Context: an optimization exercise on an open-source flow, tuned for small area. The choices shown serve that exercise and are no tape-out recipe.
The RTL was checked by simulation tests, not by an equivalence proof against the original design.
No activity file was given, so power comes from the tool's default toggle rates. No driver is modelled on the clock port, so clocking that relies on it looks cheaper here than on a real chip.

## ethernet_mac
module ethernet_mac
(
    input  logic         clk,
    input  logic         rst_n,
    input  logic [31:0]  tx_data,
    input  logic [6:0]   tx_len,
    input  logic         tx_req,
    output logic         tx_ack,
    output logic [31:0]  rx_data,
    output logic [6:0]   rx_len,
    output logic         rx_last,
    output logic         rx_req,
    input  logic         rx_ack,
    output logic [7:0]   gmii_tx_d,
    output logic         gmii_tx_en,
    input  logic [7:0]   gmii_rx_d,
    input  logic         gmii_rx_dv,
    input  logic         gmii_rx_er,
    output logic [31:0]  tx_frame_count,
    output logic [31:0]  rx_drop_count
);
export LEC_CHECK = 0
export CAP_MARGIN = 20
export CORE_MARGIN = 2
export CORE_UTILIZATION = 60
export PLACE_DENSITY = 0.7
export SLEW_MARGIN = 20
create_clock -name core_clock -period 8.0 [get_ports {clk}]
standard.sh (not shown) runs the stock make flow with config.mk's settings and CLKGATE_MAP_FILE= SYNTH_SCRIPT=/design/flow/synth_recipe.tcl, a recipe that flattens the netlist after the stock synthesis.
==> flow/flow/run.sh <==
#!/bin/bash
# Standard layout with two changes: ports buffered with the smallest buffer,
# and clock tree synthesis without dummy loads.
set -euo pipefail
bash standard.sh \
  "BUFFER_PORTS_ARGS=-buffer_cell sky130_fd_sc_hd__buf_1" \
  "CTS_ARGS=-sink_clustering_enable -repair_clock_nets -dont_use_dummy_load -buf_list sky130_fd_sc_hd__clkbuf_16 -sink_clustering_size 40 -sink_clustering_max_diameter 50" \
  finish > flow.log 2>&1
Edit:
==> flow/flow/run.sh (replaced) <==
#!/bin/bash
# Standard layout with three changes:
#  - technology mapping with an area-oriented abc script (flow/abc_map.script)
#    in place of ORFS's abc_speed.script; the rest of the synthesis is unchanged
#  - ports buffered with the smallest buffer
#  - clock tree synthesis without dummy loads, with larger sink clusters
set -euo pipefail
rm -rf scripts
cp -r "$FLOW_HOME/scripts" scripts
cp flow/abc_map.script scripts/abc_speed.script
bash standard.sh \
  "SCRIPTS_DIR=$PWD/scripts" \
  "BUFFER_PORTS_ARGS=-buffer_cell sky130_fd_sc_hd__buf_1" \
  "CTS_ARGS=-sink_clustering_enable -repair_clock_nets -dont_use_dummy_load -buf_list sky130_fd_sc_hd__clkbuf_16 -sink_clustering_size 30 -sink_clustering_max_diameter 75" \
  finish > flow.log 2>&1
==> flow/flow/abc_map.script (new file) <==
&get -n
&st
&dc2
&dch
&nf -a -R 1000
&st
&dc2
&dch
&nf -a -R 1000
&put
topo
- GPL_TIMING_DRIVEN: not set -> 0
The changed run ran to the end with no violations.
Power went down by 9.2%.
Die area went down by 2.4%.
Global-route usage went up by 0.14 points.
Sequential cell count is unchanged.
Clock power went down by 23%.
Clock-buffer cell count went down by 34.
Hold slack improved by 29 ps.
Routed wire length stays flat.
Final cell count went down by 2.2%.
Edit:
==> flow/flow/run.sh (replaced) <==
#!/bin/bash
# Standard layout with two changes: ports buffered with the smallest buffer,
# and clock tree synthesis without dummy loads.
set -euo pipefail
bash standard.sh \
  "BUFFER_PORTS_ARGS=-buffer_cell sky130_fd_sc_hd__buf_1" \
  "CTS_ARGS=-sink_clustering_enable -repair_clock_nets -dont_use_dummy_load -buf_list sky130_fd_sc_hd__clkbuf_16 -sink_clustering_size 36 -sink_clustering_max_diameter 70" \
  finish > flow.log 2>&1
- CORE_UTILIZATION: 60 -> 40
- GPL_TIMING_DRIVEN: 0 -> not set
- PLACE_DENSITY: 0.7 -> not set
removed: flow/flow/abc_map.script
Outcome:
- die area grows by 53%
- synthesized cell count climbs by 5.3%
- core utilization shrinks by 22 points
- cell count rises by 14%

Setup of north:
Another version of the RTL of ethernet_mac (not shown whole).
Size: ~2300 cells after synthesis, about 1300 flip-flops, about 170 I/O pins, roughly 38000 um2 of cells after synthesis.
Settings: LEC_CHECK=0, CAP_MARGIN=20, CORE_MARGIN=2, CORE_UTILIZATION=70, PLACE_DENSITY=0.8, SLEW_MARGIN=20; clock period 8.0 ns.
==> flow/flow/run.sh <==
#!/bin/bash
# Standard layout with three changes:
#  - technology mapping with an area-oriented abc script (flow/abc_map.script)
#    in place of ORFS's abc_speed.script; the rest of the synthesis is unchanged
#  - ports buffered with the smallest buffer
#  - clock tree synthesis without dummy loads, with larger sink clusters
set -euo pipefail
rm -rf scripts
cp -r "$FLOW_HOME/scripts" scripts
cp flow/abc_map.script scripts/abc_speed.script
bash standard.sh \
  "SCRIPTS_DIR=$PWD/scripts" \
  "BUFFER_PORTS_ARGS=-buffer_cell sky130_fd_sc_hd__buf_1" \
  "CTS_ARGS=-sink_clustering_enable -repair_clock_nets -dont_use_dummy_load -buf_list sky130_fd_sc_hd__clkbuf_8 -sink_clustering_buffer sky130_fd_sc_hd__clkbuf_16 -sink_clustering_size 36 -sink_clustering_max_diameter 65" \
  finish > flow.log 2>&1
==> flow/flow/abc_map.script <==
&get -n
&st
&dc2
&dch
&nf -a -R 1000
&st
&dc2
&dch
&nf -a -R 1000
&put
topo
north ended with every stage complete and zero timing, DRC or antenna violations.
--- input diff north..south ---
Settings: CORE_UTILIZATION: 70 -> 60; PLACE_DENSITY: 0.8 -> 0.7.
diff --git a/flow/flow/run.sh b/flow/flow/run.sh
--- a/flow/flow/run.sh
+++ b/flow/flow/run.sh
@@ -13,3 +13,3 @@
   "BUFFER_PORTS_ARGS=-buffer_cell sky130_fd_sc_hd__buf_1" \
-  "CTS_ARGS=-sink_clustering_enable -repair_clock_nets -dont_use_dummy_load -buf_list sky130_fd_sc_hd__clkbuf_8 -sink_clustering_buffer sky130_fd_sc_hd__clkbuf_16 -sink_clustering_size 36 -sink_clustering_max_diameter 65" \
+  "CTS_ARGS=-sink_clustering_enable -repair_clock_nets -dont_use_dummy_load -buf_list sky130_fd_sc_hd__clkbuf_8 -sink_clustering_buffer sky130_fd_sc_hd__clkbuf_16 -sink_clustering_size 34 -sink_clustering_max_diameter 75" \
   finish > flow.log 2>&1
Results
Wire length on met2, south vs north: down by a little under 10%. Sort south and north by first-pass GRT wire length desc -> top: north. Final area sits higher in south than in north. Between south and north, the final total power is higher for north. Taking north as the reference, in south post-synthesis instance area did not really move, logic gate share of total power went up. south — met2 routing resource usage after global routing 7.7 points lower, north as reference.
For east, these inputs were changed with respect to south:
Settings: CORE_UTILIZATION now 70, was 60; PLACE_DENSITY now 0.8, was 0.7.
Findings:
Looking at detailed-route vias per instance, east sits 5.7% higher than south does. Arrival time at the worst endpoint (east over south): decrease, 20 ps. east vs south on floorplan die width: east is the lower one. Changes observed in east relative to south: mean instance size in the synthesized netlist did not really move; final routed wirelength across all metal layers went up; met1 layer usage reported by global route went up; design area went down. Length of routed met3 wiring (east vs. south) increases by more than 10%. east: worst setup slack before clock tree synthesis is 130 ps lower than what south reported. Sort south and east by die area, descending, and south comes first.

re-timing with driven ports:
No port has a modelled driver above. Below, the same layouts with a new extraction and two added sets of constraints.
Step 1, drivers: a clkbuf_16 drives clk and a buf_2 each remaining input, both assumed.
Step 2 times the ports against the registers' clock, not the clock port: input delays grow and output delays shrink by t, the midpoint of the rising clock arrivals with the driver on.
a / b / c = ideal ports / drivers / drivers and shift; a / b = the first two.
run	t (ns)	setup slack, ns	worst setup path at the end
the first run of note 1	0.673	3.245 / 3.183 / 3.856	register to output
the second run of note 1	0.671	3.019 / 2.953 / 3.344	input to register
the third run of note 1	0.709	3.121 / 3.062 / 3.771	register to output
north	0.775	3.066 / 3.005 / 3.368	input to register
south	0.772	3.020 / 2.959 / 3.539	input to register
east	0.770	3.043 / 2.987 / 3.363	input to register
After both steps setup and hold are still met in every run listed.
